Source: an optimization exercise on an open RTL-to-GDS flow (aim: small area). Production flows keep margins and buffers that such runs may drop. Function was checked by simulation only, so behaviour that the tests miss may differ from the original. Power is estimated from default activity; no workload was simulated.

==> design/flow/design.v <==
package led_palette_pkg;
   typedef enum logic [1:0] {
      MODE_STATIC  = 2'b00,
      MODE_BLINK   = 2'b01,
      MODE_BREATHE = 2'b10,
      MODE_OFF     = 2'b11
   } t_led_mode;
   localparam logic [7:0] c_envelope_max = 8'hFF;
   function automatic logic [7:0] breathe_scale(input logic [7:0] v, input logic [7:0] e);
      logic [15:0] p;
      p = {8'd0, v} * {8'd0, e} + {8'd0, v};
      breathe_scale = p[15:8];
   endfunction
   function automatic logic [7:0] gamma_scale(input logic [7:0] v);
      logic [15:0] p;
      p = {8'd0, v} * {8'd0, v} + 16'd255;
      gamma_scale = p[15:8];
   endfunction
endpackage
module led_channel_fader #(
   parameter int unsigned parm_fade_step = 8
) (
   input  logic       clk_i,
   input  logic       srst_i,
   input  logic       load_i,
   input  logic       tick_i,
   input  logic [7:0] target_i,
   output logic [7:0] current_o,
   output logic       at_target_o
);
   localparam logic [8:0] Step = 9'(parm_fade_step);
   logic [7:0] target_q, target_d;
   logic [7:0] current_q, current_d;
   logic [8:0] diff;
   always_comb begin
      target_d  = load_i ? target_i : target_q;
      current_d = current_q;
      diff      = '0;
      if (tick_i) begin
         if (target_q >= current_q) begin
            diff      = {1'b0, target_q} - {1'b0, current_q};
            current_d = (diff <= Step) ? target_q : current_q + Step[7:0];
         end else begin
            diff      = {1'b0, current_q} - {1'b0, target_q};
            current_d = (diff <= Step) ? target_q : current_q - Step[7:0];
         end
      end
   end
   always_ff @(posedge clk_i) begin
      if (srst_i) begin
         target_q  <= '0;
         current_q <= '0;
      end else begin
         target_q  <= target_d;
         current_q <= current_d;
      end
   end
   assign current_o   = current_q;
   assign at_target_o = (current_d == target_d);
endmodule
module led_palette_sequencer #(
   parameter int unsigned parm_color_led_count = 4,
   parameter int unsigned parm_basic_led_count = 4,
   parameter int unsigned parm_tick_divisor    = 50000,
   parameter int unsigned parm_fade_step       = 8,
   parameter int unsigned parm_blink_ticks     = 32
) (
   input  logic                                i_clk,
   input  logic                                i_srst,
   input  logic                                i_palette_load,
   input  logic [8*parm_color_led_count-1:0]   i_color_red_target,
   input  logic [8*parm_color_led_count-1:0]   i_color_green_target,
   input  logic [8*parm_color_led_count-1:0]   i_color_blue_target,
   input  logic [2*parm_color_led_count-1:0]   i_color_mode,
   input  logic [8*parm_basic_led_count-1:0]   i_basic_lumin_target,
   input  logic [parm_basic_led_count-1:0]     i_basic_blink,
   output logic [8*parm_color_led_count-1:0]   o_color_led_red_value,
   output logic [8*parm_color_led_count-1:0]   o_color_led_green_value,
   output logic [8*parm_color_led_count-1:0]   o_color_led_blue_value,
   output logic [8*parm_basic_led_count-1:0]   o_basic_led_lumin_value,
   output logic                                o_fade_busy,
   output logic                                o_fade_done
);
   localparam int unsigned NumColor  = parm_color_led_count;
   localparam int unsigned NumBasic  = parm_basic_led_count;
   localparam int unsigned NumFaders = 3 * NumColor + NumBasic;
   localparam int unsigned TickW     = (parm_tick_divisor > 1) ? $clog2(parm_tick_divisor) : 1;
   localparam int unsigned BlinkW    = (parm_blink_ticks > 1) ? $clog2(parm_blink_ticks) : 1;
   localparam logic [TickW-1:0]  TickLast  = TickW'(parm_tick_divisor - 1);
   localparam logic [BlinkW-1:0] BlinkLast = BlinkW'(parm_blink_ticks - 1);
   logic [TickW-1:0]      tick_cnt_q, tick_cnt_d;
   logic                  tick;
   logic [7:0]            env_q, env_d;
   logic                  env_rising_q, env_rising_d;
   logic [BlinkW-1:0]     blink_cnt_q, blink_cnt_d;
   logic                  blink_phase_q, blink_phase_d;
   logic [2*NumColor-1:0] mode_q, mode_d;
   logic [NumBasic-1:0]   blink_en_q, blink_en_d;
   logic                  busy_q, busy_d;
   logic                  done_q, done_d;
   logic [NumFaders-1:0]  at_target;
   logic [7:0] color_cur [NumColor][3];
   logic [7:0] basic_cur [NumBasic];
   logic [7:0] color_mod_q [NumColor][3];
   logic [7:0] color_mod_d [NumColor][3];
   logic [7:0] basic_mod_q [NumBasic];
   logic [7:0] basic_mod_d [NumBasic];
   logic [7:0] color_out [NumColor][3];
   logic [7:0] basic_out [NumBasic];
   for (genvar n = 0; n < NumColor; n++) begin : g_color
      logic [7:0] tgt [3];
      assign tgt[0] = i_color_red_target[8*n +: 8];
      assign tgt[1] = i_color_green_target[8*n +: 8];
      assign tgt[2] = i_color_blue_target[8*n +: 8];
      for (genvar c = 0; c < 3; c++) begin : g_comp
         led_channel_fader #(
            .parm_fade_step (parm_fade_step)
         ) u_fader (
            .clk_i       (i_clk),
            .srst_i      (i_srst),
            .load_i      (i_palette_load),
            .tick_i      (tick),
            .target_i    (tgt[c]),
            .current_o   (color_cur[n][c]),
            .at_target_o (at_target[3*n+c])
         );
      end
      assign o_color_led_red_value[8*n +: 8]   = color_out[n][0];
      assign o_color_led_green_value[8*n +: 8] = color_out[n][1];
      assign o_color_led_blue_value[8*n +: 8]  = color_out[n][2];
   end
   for (genvar n = 0; n < NumBasic; n++) begin : g_basic
      led_channel_fader #(
         .parm_fade_step (parm_fade_step)
      ) u_fader (
         .clk_i       (i_clk),
         .srst_i      (i_srst),
         .load_i      (i_palette_load),
         .tick_i      (tick),
         .target_i    (i_basic_lumin_target[8*n +: 8]),
         .current_o   (basic_cur[n]),
         .at_target_o (at_target[3*NumColor+n])
      );
      assign o_basic_led_lumin_value[8*n +: 8] = basic_out[n];
   end
   always_comb begin
      tick          = (tick_cnt_q == TickLast);
      tick_cnt_d    = tick ? '0 : tick_cnt_q + TickW'(1);
      env_d         = env_q;
      env_rising_d  = env_rising_q;
      blink_cnt_d   = blink_cnt_q;
      blink_phase_d = blink_phase_q;
      if (tick) begin
         env_d = env_rising_q ? env_q + 8'd1 : env_q - 8'd1;
         if (env_d == led_palette_pkg::c_envelope_max) begin
            env_rising_d = 1'b0;
         end else if (env_d == 8'd0) begin
            env_rising_d = 1'b1;
         end
         if (blink_cnt_q == BlinkLast) begin
            blink_cnt_d   = '0;
            blink_phase_d = ~blink_phase_q;
         end else begin
            blink_cnt_d = blink_cnt_q + BlinkW'(1);
         end
      end
      mode_d     = i_palette_load ? i_color_mode : mode_q;
      blink_en_d = i_palette_load ? i_basic_blink : blink_en_q;
      busy_d     = ~(&at_target);
      done_d     = busy_q & ~busy_d;
   end
   always_comb begin
      for (int n = 0; n < NumColor; n++) begin
         for (int c = 0; c < 3; c++) begin
            color_mod_d[n][c] = '0;
            unique case (mode_q[2*n +: 2])
               led_palette_pkg::MODE_STATIC:  color_mod_d[n][c] = color_cur[n][c];
               led_palette_pkg::MODE_BLINK:   color_mod_d[n][c] = blink_phase_q ? color_cur[n][c] : 8'd0;
               led_palette_pkg::MODE_BREATHE: color_mod_d[n][c] = led_palette_pkg::breathe_scale(color_cur[n][c], env_q);
               led_palette_pkg::MODE_OFF:     color_mod_d[n][c] = 8'd0;
            endcase
         end
      end
      for (int n = 0; n < NumBasic; n++) begin
         basic_mod_d[n] = (blink_en_q[n] && !blink_phase_q) ? 8'd0 : basic_cur[n];
      end
   end
   always_ff @(posedge i_clk) begin
      if (i_srst) begin
         tick_cnt_q    <= '0;
         env_q         <= '0;
         env_rising_q  <= 1'b1;
         blink_cnt_q   <= '0;
         blink_phase_q <= 1'b0;
         mode_q        <= '0;
         blink_en_q    <= '0;
         busy_q        <= 1'b0;
         done_q        <= 1'b0;
         for (int n = 0; n < NumColor; n++) begin
            for (int c = 0; c < 3; c++) color_mod_q[n][c] <= '0;
         end
         for (int n = 0; n < NumBasic; n++) basic_mod_q[n] <= '0;
      end else begin
         tick_cnt_q    <= tick_cnt_d;
         env_q         <= env_d;
         env_rising_q  <= env_rising_d;
         blink_cnt_q   <= blink_cnt_d;
         blink_phase_q <= blink_phase_d;
         mode_q        <= mode_d;
         blink_en_q    <= blink_en_d;
         busy_q        <= busy_d;
         done_q        <= done_d;
         for (int n = 0; n < NumColor; n++) begin
            for (int c = 0; c < 3; c++) color_mod_q[n][c] <= color_mod_d[n][c];
         end
         for (int n = 0; n < NumBasic; n++) basic_mod_q[n] <= basic_mod_d[n];
      end
   end
   logic [7:0] color_gam_q [NumColor][3];
   logic [7:0] basic_gam_q [NumBasic];
   always_ff @(posedge i_clk) begin
      if (i_srst) begin
         for (int n = 0; n < NumColor; n++) begin
            for (int c = 0; c < 3; c++) color_gam_q[n][c] <= '0;
         end
         for (int n = 0; n < NumBasic; n++) basic_gam_q[n] <= '0;
      end else begin
         for (int n = 0; n < NumColor; n++) begin
            for (int c = 0; c < 3; c++) color_gam_q[n][c] <= led_palette_pkg::gamma_scale(color_mod_q[n][c]);
         end
         for (int n = 0; n < NumBasic; n++) basic_gam_q[n] <= led_palette_pkg::gamma_scale(basic_mod_q[n]);
      end
   end
   always_comb begin
      for (int n = 0; n < NumColor; n++) begin
         for (int c = 0; c < 3; c++) color_out[n][c] = color_gam_q[n][c];
      end
      for (int n = 0; n < NumBasic; n++) basic_out[n] = basic_gam_q[n];
   end
   assign o_fade_busy = busy_q;
   assign o_fade_done = done_q;
endmodule
module led_palette_top (
   input  logic        i_clk,
   input  logic        i_srst,
   input  logic        i_palette_load,
   input  logic [31:0] i_color_red_target,
   input  logic [31:0] i_color_green_target,
   input  logic [31:0] i_color_blue_target,
   input  logic [7:0]  i_color_mode,
   input  logic [31:0] i_basic_lumin_target,
   input  logic [3:0]  i_basic_blink,
   output logic [31:0] o_color_led_red_value,
   output logic [31:0] o_color_led_green_value,
   output logic [31:0] o_color_led_blue_value,
   output logic [31:0] o_basic_led_lumin_value,
   output logic        o_fade_busy,
   output logic        o_fade_done
);
   led_palette_sequencer #(
      .parm_color_led_count (4),
      .parm_basic_led_count (4),
      .parm_tick_divisor    (16),
      .parm_fade_step       (8),
      .parm_blink_ticks     (32)
   ) u_seq (
      .i_clk                   (i_clk),
      .i_srst                  (i_srst),
      .i_palette_load          (i_palette_load),
      .i_color_red_target      (i_color_red_target),
      .i_color_green_target    (i_color_green_target),
      .i_color_blue_target     (i_color_blue_target),
      .i_color_mode            (i_color_mode),
      .i_basic_lumin_target    (i_basic_lumin_target),
      .i_basic_blink           (i_basic_blink),
      .o_color_led_red_value   (o_color_led_red_value),
      .o_color_led_green_value (o_color_led_green_value),
      .o_color_led_blue_value  (o_color_led_blue_value),
      .o_basic_led_lumin_value (o_basic_led_lumin_value),
      .o_fade_busy             (o_fade_busy),
      .o_fade_done             (o_fade_done)
   );
endmodule
==> design/flow/run.sh <==
#!/bin/bash
# synth_recipe.tcl (not shown) runs the flow's synth.tcl, then flattens the netlist and writes it again
# the make line also repeats each setting of config.mk as NAME=value (left out here)
make -C /OpenROAD-flow-scripts/flow DESIGN_CONFIG=/design/flow/config.mk WORK_HOME=/design/flow/orfs CLKGATE_MAP_FILE= SYNTH_SCRIPT=/design/flow/synth_recipe.tcl finish
==> design/flow/config.mk <==
export PLATFORM = sky130hd
export DESIGN_NAME = led_palette_top
export DESIGN_NICKNAME = led_palette_top
export VERILOG_FILES = /design/flow/design.v
export SDC_FILE = /design/flow/constraint.sdc
export NUM_CORES = 4
export LEC_CHECK = 0
export CAP_MARGIN = 20
export CORE_MARGIN = 2
export CORE_UTILIZATION = 40
export SLEW_MARGIN = 20
==> design/flow/constraint.sdc <==
create_clock -name core_clock -period 10.0 [get_ports {i_clk}]
set_input_delay 2.0000 -clock core_clock [delete_from_list [all_inputs] [get_ports {i_clk}]]
set_output_delay 2.0000 -clock core_clock [all_outputs]
set_load 0.01 [all_outputs]
==> flow_summary.yaml <==
sta:
  hold_viol: 0
  fin_crit_sh_pct: 61.3
  tightest_slew_ns: 1.20
  period_minus_slack_ns: 6.13
  setup_viol: 0
  max_freq_mhz: 163
  slew_headroom_pct: 19.3
  slew_violations: 0
  finalSetupTns_ns: 0
  clock_skew_ns: 0.0530
  rsz0062_at_grt: "no"
worst_setup_path:
  setup.worst_path.end_class: "flop"
  reg2regPathDepth: 17
  cp.arrival_ns: 6.79
  path_max_fanout: 82
  cp_common_cell: "nand4_1"
  crit_chain: "buf_8 -> buf_4 -> mux2i_1 -> xnor2_1 -> nor3_1 -> nand4_1 -> nor4_1 -> o22ai_1 -> a311oi_1 -> nand4_1 -> or4_1 -> nor4_1 -> nand4_1 -> o21ba_1"
  cp-start-kind: "input port"
  cp_slowest_cell: "buf_8"
  cpPeakStageDelay_ns: 0.67
  criticalPathCategory: "input port to flop"
  worstPathRequired_ns: 10.66
global_route:
  grt_max_degree: 115
  grt_use_total_pct: 23.3
  overflow: 0
  grt_pass1_vias: 70700
  grt_pass1_wl_um: 400000
  antenna_found_initial: 20
placement:
  io_buffers: 272
  dpl-instance-area_um2: 90000
  dpl.hpwl_um: 201000
  gp_congestion: 0.969
clock_network:
  cts_resized: 0
  post_cts_buffers: 0
  cts_hold_buf: 0
  clock_latency_ns: 0.77
  htree_levels: 3
  cts_tree: "built"
  clk_pin_slew_worst_paths_ns: 0.06
  clock-root-buffer: "clkbuf_16"
  cts_inserted_buffers: 85
  cts_sinks: 545
  clock_path_buffers: 3
route:
  wl_um: 251000
  ant_nets: 0
  drc: 0
  routedWlPerCell_um: 19.4
  dr_total_vias: 69000
  firstDrtPassIters: 5
  drtIter0Drc: 4396
  via_per_inst: 5.34
power_and_ir_drop:
  p_seq_share_pct: 32.8
  intPower_uw: 4640
  power.switching_uw: 2250
  peakVddDrop_mv: 0.139
  clockPowerShare_pct: 47.5
  power_density_nw_per_um2: 74.1
  p_sw_share_pct: 32.6
  p_leak_uw: 0.0458
  pwr-share-comb_pct: 19.7
floorplan:
  die_h_um: 465
  dieArea_um2: 216000
  start_util_pct: 40.2
  die_x_um: 465
  num_rows: 169
  coreArea_um2: 212000
  ios: 273
final_layout:
  num-fill-cells: 20600
  finish.net_count: 12200
  finish.instance_area_um2: 93000
  final_common_cell: "inv_1"
  area_growth_pct: 9.44
  layout_common_cells: "inv_1, ha_1, fa_1"
  drive_above_1_share_pct: 3.55
min_path:
  hold_path_depth: 2
  min_path_type: "flop to flop"
synth:
  postSynthCellCount: 10000
  synthesis.area_um2: 85000
  avgSynthCellArea_um2: 8.46
  synth_edf_count: 0
  synthDistinctLibCells: 115
  ys.flop_type: "dfxtp_1"
  ys_seq_area_share_pct: 12.8
  synth_seq_cells: 545
  synth_fp_nets: 12300
  synth_warnings: 28
  async_flop_share_pct: 0
outcome:
  status: "finished clean"
run:
  maxCapViolCount: 0
-- power by group through the flow --
stage	Sequential (uW)	Combinational, uW	Clock (uW)
2_1_floorplan	2280	886	0
3_3_place_gp	2300	1310	0
3_5_place_dp	2300	1320	0
4_1_cts	2260	1330	3370
5_1_grt	2260	1450	3450
6_report	2260	1360	3270
-- stage by stage --
step           utilization (%)  cells  total power [uW]  setup WS [ns]  hold slack (ns)
2_1_floorplan                -  10000              3170           4.41            0.441
3_3_place_gp              42.5  12700              3620           3.23            0.455
3_5_place_dp              42.5  12700              3620           3.26            0.455
4_1_cts                   43.9  12900              6960           3.87            0.464
5_1_grt                   43.9  12900              7160           3.42            0.490
6_report                  43.9  12900              6890           3.87            0.461
-- final cells by class --
class	count	area (um^2)	share of cell area (%)
well taps	2821	3530	3.79
multi-input cells	7346	65900	70.9
flip-flops and latches	545	10900	11.7
repair buffers	333	3250	3.49
clock buffers	108	2320	2.50
clock inverters	48	672	0.722
inverters	1701	6380	6.86
diodes	8	20.0	0.0215
-- synth_stat cells (all sizes together) (78+ instances only) --
master / instances / area share (%)
and2: 736 / 5.4
clkbuf: 375 / 1.7
a21o: 138 / 1.2
o21ai: 220 / 1.3
o21bai: 88 / 0.79
inv: 1700 / 7.5
a21oi: 445 / 2.6
xor2: 110 / 1.1
nor3: 108 / 0.65
dfxtp: 545 / 13
nor2b: 106 / 0.78
fa: 981 / 23
nand3: 117 / 0.69
buf: 78 / 0.48
nand2: 720 / 3.2
mux2i: 178 / 2.1
ha: 1083 / 16
xnor2: 464 / 4.8
nor2: 735 / 3.3
-- logic make-up after synthesis --
family	count (synthesis)	share of synthesized area [%]
xor gates and xnor gates	574	5.92
muxes	207	2.49
adders and majority gates	2064	39.1
buffers and inverters	2154	9.65
AOI/OAI and AO/OA	1621	13.1
and+or+nand+nor	2880	17.0
DFF	545	12.8
-- worst max-delay path: cells and delay by family --
| family | cells | cell delay (ns) |
|---|---|---|
| buf+inv | 2 | 1.19 |
| compound gates | 3 | 0.67 |
| simple gates | 7 | 2.26 |
| xor+xnor | 1 | 0.13 |
| mux | 1 | 0.41 |
-- state kept, by name, indices dropped and copies added (netlist names), 5 cells and up --
name and count:
u_seq.env_q 8, u_seq.color_gam_q 96, u_seq.blink_cnt_q 5, u_seq.basic_gam_q 32, u_seq.g_color.g_comp.u_fader.current_q 96, u_seq.mode_q 8
u_seq.g_color.g_comp.u_fader.target_q 96, u_seq.color_mod_q 96, u_seq.basic_mod_q 32, u_seq.g_basic.u_fader.current_q 32, u_seq.g_basic.u_fader.target_q 32
-- metal layers --
metal | vias up | wire (um) | GRT usage, %
li1 | 32500 | - | -
met1 | 34400 | 109000 | 30.5
met2 | 1678 | 118000 | 39.2
met3 | 374 | 13200 | 2.75
met4 | 8 | 10100 | 9.05
met5 | - | 48 | 0
-- worst paths after layout --
| kind | start | to | slack [ns] |
|---|---|---|---|
| worst max-delay path | i_palette_load | u_seq.busy_q | 3.87 |
| worst max register to register | u_seq.env_q[3] | u_seq.color_mod_q[4][7] | 3.88 |
| worst min register to register | u_seq.blink_cnt_q[4] | u_seq.blink_cnt_q[4] | 0.46 |
| worst min-delay path | u_seq.blink_cnt_q[4] | u_seq.blink_cnt_q[4] | 0.46 |

static timing again, ports no longer ideal:
Ports are ideal in the flow. The routed layout listed here was re-timed in OpenROAD. Step 1: set_driving_cell puts a clkbuf_16 on i_clk and a buf_2 on each other input, an assumption about the parent block. Step 2 times the ports against the registers' clock, not the clock port: input delays grow and output delays shrink by t, the midpoint of the rising clock arrivals with the driver on. a / b / c = no drivers / after step 1 / after step 2; a / b = the first two.
shift t [ns]: 0.835
setup slack, ns: 3.870 / 3.878 / 3.080
hold WS [ns]: 0.461 / 0.461 / 0.461
worst setup path at the end: input to register
slew at the worst register clock pin (ns): 0.07 / 0.07
After both steps setup and hold are still met in this run. The setup slack of this run moves by +0.008 ns with the drivers and by -0.790 ns with both steps.
